Context: an optimization exercise on an open-source flow, tuned for small area and a short achievable clock period. The choices shown serve that exercise and are no tape-out recipe. In this exercise RTL edits were held to simulation tests only and were not proved equivalent to the original. The flow treats the clock pin as an ideal source, which a real chip does not have. Power figures rest on the tool's default switching activity, not on a simulated workload.

v6:
Design wallace_mult_24x24, start of the top module:
module wallace_mult_24x24 (
  input  logic        clk,
  input  logic        rst,
  input  logic        in_valid,
  input  logic [23:0] a,
  input  logic [23:0] b,
  output logic        out_valid,
  output logic [39:0] x,
  output logic [39:0] y,
  output logic [7:0]  z
);
  logic [23:0] a1_q;
  logic [11:0] one1_q, two1_q, neg1_q;
  logic        b23_1_q;
  logic        v1, v2, v3, v4;
  logic [24:0] bx;
  logic [11:0] one_d, two_d, neg_d;
  logic [8:0]  lo_sum;
  assign bx = {b, 1'b0};
  always_comb begin
    for (int i = 0; i < 12; i++) begin
      one_d[i] = bx[2*i+1] ^ bx[2*i];
      two_d[i] = (bx[2*i+2] & ~bx[2*i+1] & ~bx[2*i]) | (~bx[2*i+2] & bx[2*i+1] & bx[2*i]);
      neg_d[i] = bx[2*i+2];
    end
  end
  always_ff @(posedge clk) begin
    a1_q    <= a;
    one1_q  <= one_d;
    two1_q  <= two_d;
    neg1_q  <= neg_d;
    b23_1_q <= b[23];
  end
  always_ff @(posedge clk) begin
    if (rst) begin
      v1 <= 1'b0; v2 <= 1'b0; v3 <= 1'b0; v4 <= 1'b0;
    end else begin
      v1 <= in_valid; v2 <= v1; v3 <= v2; v4 <= v3;
    end
  end
  assign out_valid = v4;
  logic pp1;
  logic pp2;
  logic pp3;
  logic pp4;
  logic pp5;
  logic pp6;
  logic pp7;
  logic pp8;
  logic pp9;
  logic pp10;
  logic pp11;
  logic pp12;
  logic pp13;
  logic pp14;
  logic pp15;
  logic pp16;
  logic pp17;
  logic pp18;
  logic pp19;
  logic pp20;
  logic pp21;
  logic pp22;
  logic pp23;
  ...
For scale: about 1700 cells after synthesis, roughly 140 I/O pins, ~0.022 mm^2 of cells after synthesis.
Settings: LEC_CHECK=0, CAP_MARGIN=20, CORE_MARGIN=2, CORE_UTILIZATION=60, CTS_CLUSTER_DIAMETER=100, CTS_CLUSTER_SIZE=30, HOLD_SLACK_MARGIN=0.05, SETUP_SLACK_MARGIN=2.3, SLEW_MARGIN=20, SYNTH_HIERARCHICAL=1, SYNTH_MINIMUM_KEEP_SIZE=0; clock period 4.0 ns.
standard.sh (not shown) runs the stock make flow with config.mk's settings and CLKGATE_MAP_FILE= SYNTH_SCRIPT=/design/flow/synth_recipe.tcl, a recipe that flattens the netlist after the stock synthesis.
==> flow/flow/run.sh <==
#!/bin/bash
set -euo pipefail
K="BUFFER_PORTS_ARGS=-buffer_cell sky130_fd_sc_hd__buf_1"
EM="SETUP_SLACK_MARGIN=$(cat flow/early_margin.txt)"
bash standard.sh "$K" "$EM" cts > make_cts.log 2>&1
export SKEW_DB=$PWD/orfs/results/$FLOW_PLATFORM/wallace_mult_24x24/base/4_cts.odb
export SKEW_LIB=$FLOW_HOME/platforms/$FLOW_PLATFORM/lib/sky130_fd_sc_hd__tt_025C_1v80.lib
export SKEW_RC=$FLOW_HOME/platforms/$FLOW_PLATFORM/setRC.tcl
export SKEW_SDC=$PWD/orfs/results/$FLOW_PLATFORM/wallace_mult_24x24/base/4_cts.sdc
export SKEW_FLATTEN=$(cat flow/flatten.txt)
read SKEW_D2 SKEW_D3 < flow/skew.txt
export SKEW_D2 SKEW_D3
openroad -no_init -exit flow/skew.tcl > skew.log 2>&1
bash standard.sh "$K" finish > make_finish.log 2>&1
==> flow/flow/early_margin.txt <==
1.8
==> flow/flow/flatten.txt <==
0
==> flow/flow/skew.tcl <==
read_db $::env(SKEW_DB)
read_liberty $::env(SKEW_LIB)
read_sdc $::env(SKEW_SDC)
source $::env(SKEW_RC)
set_propagated_clock [all_clocks]
set db [ord::get_db]
set block [ord::get_db_block]
set sizes {sky130_fd_sc_hd__clkbuf_1 sky130_fd_sc_hd__clkbuf_2 sky130_fd_sc_hd__clkbuf_4 sky130_fd_sc_hd__clkbuf_8 sky130_fd_sc_hd__clkbuf_16}
set pre_master [expr {[info exists ::env(SKEW_PRE)] ? $::env(SKEW_PRE) : "sky130_fd_sc_hd__clkbuf_1"}]
set k 0

proc new_buf {master_name x y in_net} {
  global db block k
  set inst [odb::dbInst_create $block [$db findMaster $master_name] "skew_buf_$k"]
  set out [odb::dbNet_create $block "skew_net_$k"]
  $out setSigType CLOCK
  incr k
  [$inst findITerm A] connect $in_net
  [$inst findITerm X] connect $out
  $inst setLocation $x $y
  $inst setPlacementStatus PLACED
  return [list $inst $out]
}

# odb instance name -> STA clock pin of every register
set clkpin [dict create]
foreach p [get_pins -hierarchical */CLK] {
  dict set clkpin [[[sta::sta_to_db_pin $p] getInst] getName] $p
}
proc ckpin {inst} { return [dict get $::clkpin [$inst getName]] }

proc mean_arrival {insts} {
  set s 0.0; set n 0
  foreach inst $insts {
    set a [get_property [ckpin $inst] arrival_max_rise]
    set s [expr {$s + $a}]; incr n
  }
  return [expr {$s / $n}]
}

# Optionally drop the middle level of the tree: leaf buffers hang directly off the root net.
if {[info exists ::env(SKEW_FLATTEN)] && $::env(SKEW_FLATTEN)} {
  set root_inst [$block findInst clkbuf_0_clk]
  set root_net [[$root_inst findITerm X] getNet]
  foreach it [$root_net getITerms] {
    set inst [$it getInst]
    if {[$it isOutputSignal] || ![string match clkbuf_1_* [$inst getName]]} continue
    set mid_net [[$inst findITerm X] getNet]
    set ok 1
    foreach s [$mid_net getITerms] {
      if {![$s isOutputSignal] && ![string match clkbuf_leaf_* [[$s getInst] getName]]} { set ok 0 }
    }
    if {!$ok} continue
    foreach s [$mid_net getITerms] {
      if {[$s isOutputSignal]} continue
      $s disconnect
      $s connect $root_net
    }
    $it disconnect
    [$inst findITerm X] disconnect
    odb::dbInst_destroy $inst
    odb::dbNet_destroy $mid_net
    puts "removed middle clock buffer level under [$root_net getName]"
  }
}

# leaf nets of the tree
set leaves {}
foreach net [$block getNets] {
  if {[$net getSigType] ne "CLOCK"} continue
  foreach it [$net getITerms] {
    if {[$it isOutputSignal] && [string match clkbuf_leaf_* [[$it getInst] getName]]} { lappend leaves $net }
  }
}

set groups {}
foreach net $leaves {
  foreach rank {r2 r3} {
    set sinks {}; set sx 0; set sy 0
    foreach it [$net getITerms] {
      set inst [$it getInst]
      if {[$it isOutputSignal]} continue
      if {[string match ${rank}_* [$inst getName]] && [[$it getMTerm] getName] eq "CLK"} {
        lappend sinks $it
        set loc [$inst getLocation]
        set sx [expr {$sx + [lindex $loc 0]}]; set sy [expr {$sy + [lindex $loc 1]}]
      }
    }
    set n [llength $sinks]
    if {$n == 0} continue
    set x [expr {int($sx / $n)}]; set y [expr {int($sy / $n)}]
    # smallest last buffer that keeps the clock-pin slew well inside the limit
    set si [expr {$n <= 3 ? 1 : ($n <= 8 ? 2 : ($n <= 16 ? 3 : 4))}]
    lassign [new_buf [lindex $sizes $si] $x $y $net] last out
    set insts {}
    foreach it $sinks { set inst [$it getInst]; lappend insts $inst; $it disconnect; $it connect $out }
    lappend groups [dict create rank $rank leaf $net insts $insts last $last si $si simin $si pre {} x $x y $y]
  }
}

set ref {}
foreach inst [$block getInsts] {
  set nm [$inst getName]
  if {[dict exists $clkpin $nm] && ![string match r2_* $nm] && ![string match r3_* $nm] && ![string match a2_* $nm] && ![string match *2_q* $nm]} { lappend ref $inst }
}
puts "reference registers (ranks 1 and 4): [llength $ref]"
for {set round 0} {$round < 14} {incr round} {
  estimate_parasitics -placement
  set base [mean_arrival $ref]
  set changed 0
  set ng {}
  foreach g $groups {
    set tgt [expr {$base + ([dict get $g rank] eq "r2" ? $::env(SKEW_D2) : $::env(SKEW_D3))}]
    set a [mean_arrival [dict get $g insts]]
    set gw 0
    foreach inst [dict get $g insts] {
      set sl [get_property [ckpin $inst] slew_max]
      if {$sl > $gw} { set gw $sl }
    }
    if {$gw > 0.105 && [dict get $g si] < 4} {
      # clock-pin slew first: a stronger last buffer, and never smaller again
      set si [expr {[dict get $g si] + 1}]
      [dict get $g last] swapMaster [$db findMaster [lindex $sizes $si]]
      dict set g si $si
      dict set g simin $si
      lappend ng $g
      set changed 1
      continue
    }
    set si [dict get $g si]
    set last [dict get $g last]
    if {$a < $tgt - 0.04} {
      if {$si > [dict get $g simin] && ($tgt - $a < 0.1 || [llength [dict get $g pre]] >= 6)} {
        incr si -1
        $last swapMaster [$db findMaster [lindex $sizes $si]]
      } elseif {[llength [dict get $g pre]] < 6} {
        # one more small buffer in front of the last one
        set in_it [$last findITerm A]
        set in_net [$in_it getNet]
        $in_it disconnect
        lassign [new_buf $::pre_master [dict get $g x] [dict get $g y] $in_net] p pout
        $in_it connect $pout
        dict lappend g pre $p
      }
      set changed 1
    } elseif {$a > $tgt + 0.04 && $si < 4} {
      incr si
      $last swapMaster [$db findMaster [lindex $sizes $si]]
      set changed 1
    }
    dict set g si $si
    lappend ng $g
  }
  set groups $ng
  if {!$changed} break
}
estimate_parasitics -placement
set base [mean_arrival $ref]
foreach g $groups {
  puts [format "group %s %-22s sinks %2d last %s pre %d  skew %.3f" [dict get $g rank] [[dict get $g leaf] getName] [llength [dict get $g insts]] [lindex $sizes [dict get $g si]] [llength [dict get $g pre]] [expr {[mean_arrival [dict get $g insts]] - $base}]]
}
puts "ranks 1 and 4 mean clock arrival $base"
set worst 0
foreach g $groups {
  set gw 0
  foreach inst [dict get $g insts] {
    set sl [get_property [ckpin $inst] slew_max]
    if {$sl > $worst} { set worst $sl }
    if {$sl > $gw} { set gw $sl }
  }
  puts "slew [dict get $g rank] [llength [dict get $g insts]] [lindex $sizes [dict get $g si]] $gw"
}
puts "worst skewed clock-pin slew $worst"
detailed_placement
check_placement -verbose
write_db $::env(SKEW_DB)
==> flow/flow/skew.txt <==
0.42 0.6
v6 ran to completion and came out clean on the timing, DRC and antenna checks.
The inputs of v7 differ from those of v6 as listed below.
# v6
export LEC_CHECK = 0
export CAP_MARGIN = 20
export CORE_MARGIN = 2
export CORE_UTILIZATION = 60
export CTS_CLUSTER_DIAMETER = 100
export CTS_CLUSTER_SIZE = 30
export HOLD_SLACK_MARGIN = 0.05
export SETUP_SLACK_MARGIN = 2.3
export SLEW_MARGIN = 20
export SYNTH_HIERARCHICAL = 1
export SYNTH_MINIMUM_KEEP_SIZE = 0
create_clock -name core_clock -period 4.0 [get_ports {clk}]
# v7
export LEC_CHECK = 0
export CAP_MARGIN = 20
export CORE_MARGIN = 2
export CORE_UTILIZATION = 60
export CTS_CLUSTER_DIAMETER = 100
export CTS_CLUSTER_SIZE = 30
export SETUP_SLACK_MARGIN = 2.12
export SLEW_MARGIN = 20
export SYNTH_HIERARCHICAL = 1
export SYNTH_MINIMUM_KEEP_SIZE = 0
create_clock -name core_clock -period 4.0 [get_ports {clk}]
--- a/flow/flow/run.sh
+++ b/flow/flow/run.sh
@@ -3,4 +3,3 @@
 K="BUFFER_PORTS_ARGS=-buffer_cell sky130_fd_sc_hd__buf_1"
-EM="SETUP_SLACK_MARGIN=$(cat flow/early_margin.txt)"
-bash standard.sh "$K" "$EM" cts > make_cts.log 2>&1
+bash standard.sh "$K" cts > make_cts.log 2>&1
 export SKEW_DB=$PWD/orfs/results/$FLOW_PLATFORM/wallace_mult_24x24/base/4_cts.odb
@@ -9,3 +8,2 @@
 export SKEW_SDC=$PWD/orfs/results/$FLOW_PLATFORM/wallace_mult_24x24/base/4_cts.sdc
-export SKEW_FLATTEN=$(cat flow/flatten.txt)
 read SKEW_D2 SKEW_D3 < flow/skew.txt
--- a/flow/flow/skew.tcl
+++ b/flow/flow/skew.tcl
@@ -8,3 +8,3 @@
 set sizes {sky130_fd_sc_hd__clkbuf_1 sky130_fd_sc_hd__clkbuf_2 sky130_fd_sc_hd__clkbuf_4 sky130_fd_sc_hd__clkbuf_8 sky130_fd_sc_hd__clkbuf_16}
-set pre_master [expr {[info exists ::env(SKEW_PRE)] ? $::env(SKEW_PRE) : "sky130_fd_sc_hd__clkbuf_1"}]
+set pre_master sky130_fd_sc_hd__clkbuf_1
 set k 0
@@ -38,28 +38,2 @@
   return [expr {$s / $n}]
-}
-
-# Optionally drop the middle level of the tree: leaf buffers hang directly off the root net.
-if {[info exists ::env(SKEW_FLATTEN)] && $::env(SKEW_FLATTEN)} {
-  set root_inst [$block findInst clkbuf_0_clk]
-  set root_net [[$root_inst findITerm X] getNet]
-  foreach it [$root_net getITerms] {
-    set inst [$it getInst]
-    if {[$it isOutputSignal] || ![string match clkbuf_1_* [$inst getName]]} continue
-    set mid_net [[$inst findITerm X] getNet]
-    set ok 1
-    foreach s [$mid_net getITerms] {
-      if {![$s isOutputSignal] && ![string match clkbuf_leaf_* [[$s getInst] getName]]} { set ok 0 }
-    }
-    if {!$ok} continue
-    foreach s [$mid_net getITerms] {
-      if {[$s isOutputSignal]} continue
-      $s disconnect
-      $s connect $root_net
-    }
-    $it disconnect
-    [$inst findITerm X] disconnect
-    odb::dbInst_destroy $inst
-    odb::dbNet_destroy $mid_net
-    puts "removed middle clock buffer level under [$root_net getName]"
-  }
 }
==> flow/flow/skew.txt <==
0.35 0.55
removed: flow/flow/early_margin.txt
removed: flow/flow/flatten.txt
v6 | status: complete | timing, DRC, antenna: pass
v7: complete, dirty (hold timing)
fa_1 as the master of the slowest instance on the critical path was reported by v7, and fa_2 by v6.
When v7 is set beside v6, its post-route non-filler standard cell count turns out to be 50 larger.
v7 ends up with lower part of the total power dissipated in the clock network than v6 does.
Summary of v7 over v6: power in sequential cells -about 2%, layout overhead on the synthesized area +10 points.
Compared to v6, v7 shows a wider setup margin.
v6 and v7 ended up with nearly the same power.

static timing again, ports no longer ideal:
The results above use ideal ports. As a check the final layouts listed here were re-extracted and re-timed, cells and wires unchanged.
Step 1, drivers: a clkbuf_16 drives clk and a buf_2 each remaining input, both assumed.
Step 2, shift: input delay + t, output delay - t, t = (earliest + latest rising clock arrival at the registers) / 2. This alone moves slack from input paths to output paths.
a / b / c = ideal ports / drivers / drivers and shift; a / b = the first two.
run	t (ns)	setup slack, ns	worst hold slack (ns)	latest minus earliest clock arrival (ns)
v6	0.947	2.101 / 2.101 / 2.101	0.096 / 0.096 / 0.096	0.813 / 0.812
v7	0.911	2.170 / 2.127 / 2.170	-0.005 / -0.005 / -0.005	0.724 / 0.724
In v6 and v7 the clock reaches the registers at very different times; t lies between them, and the last value is a rough guide only.
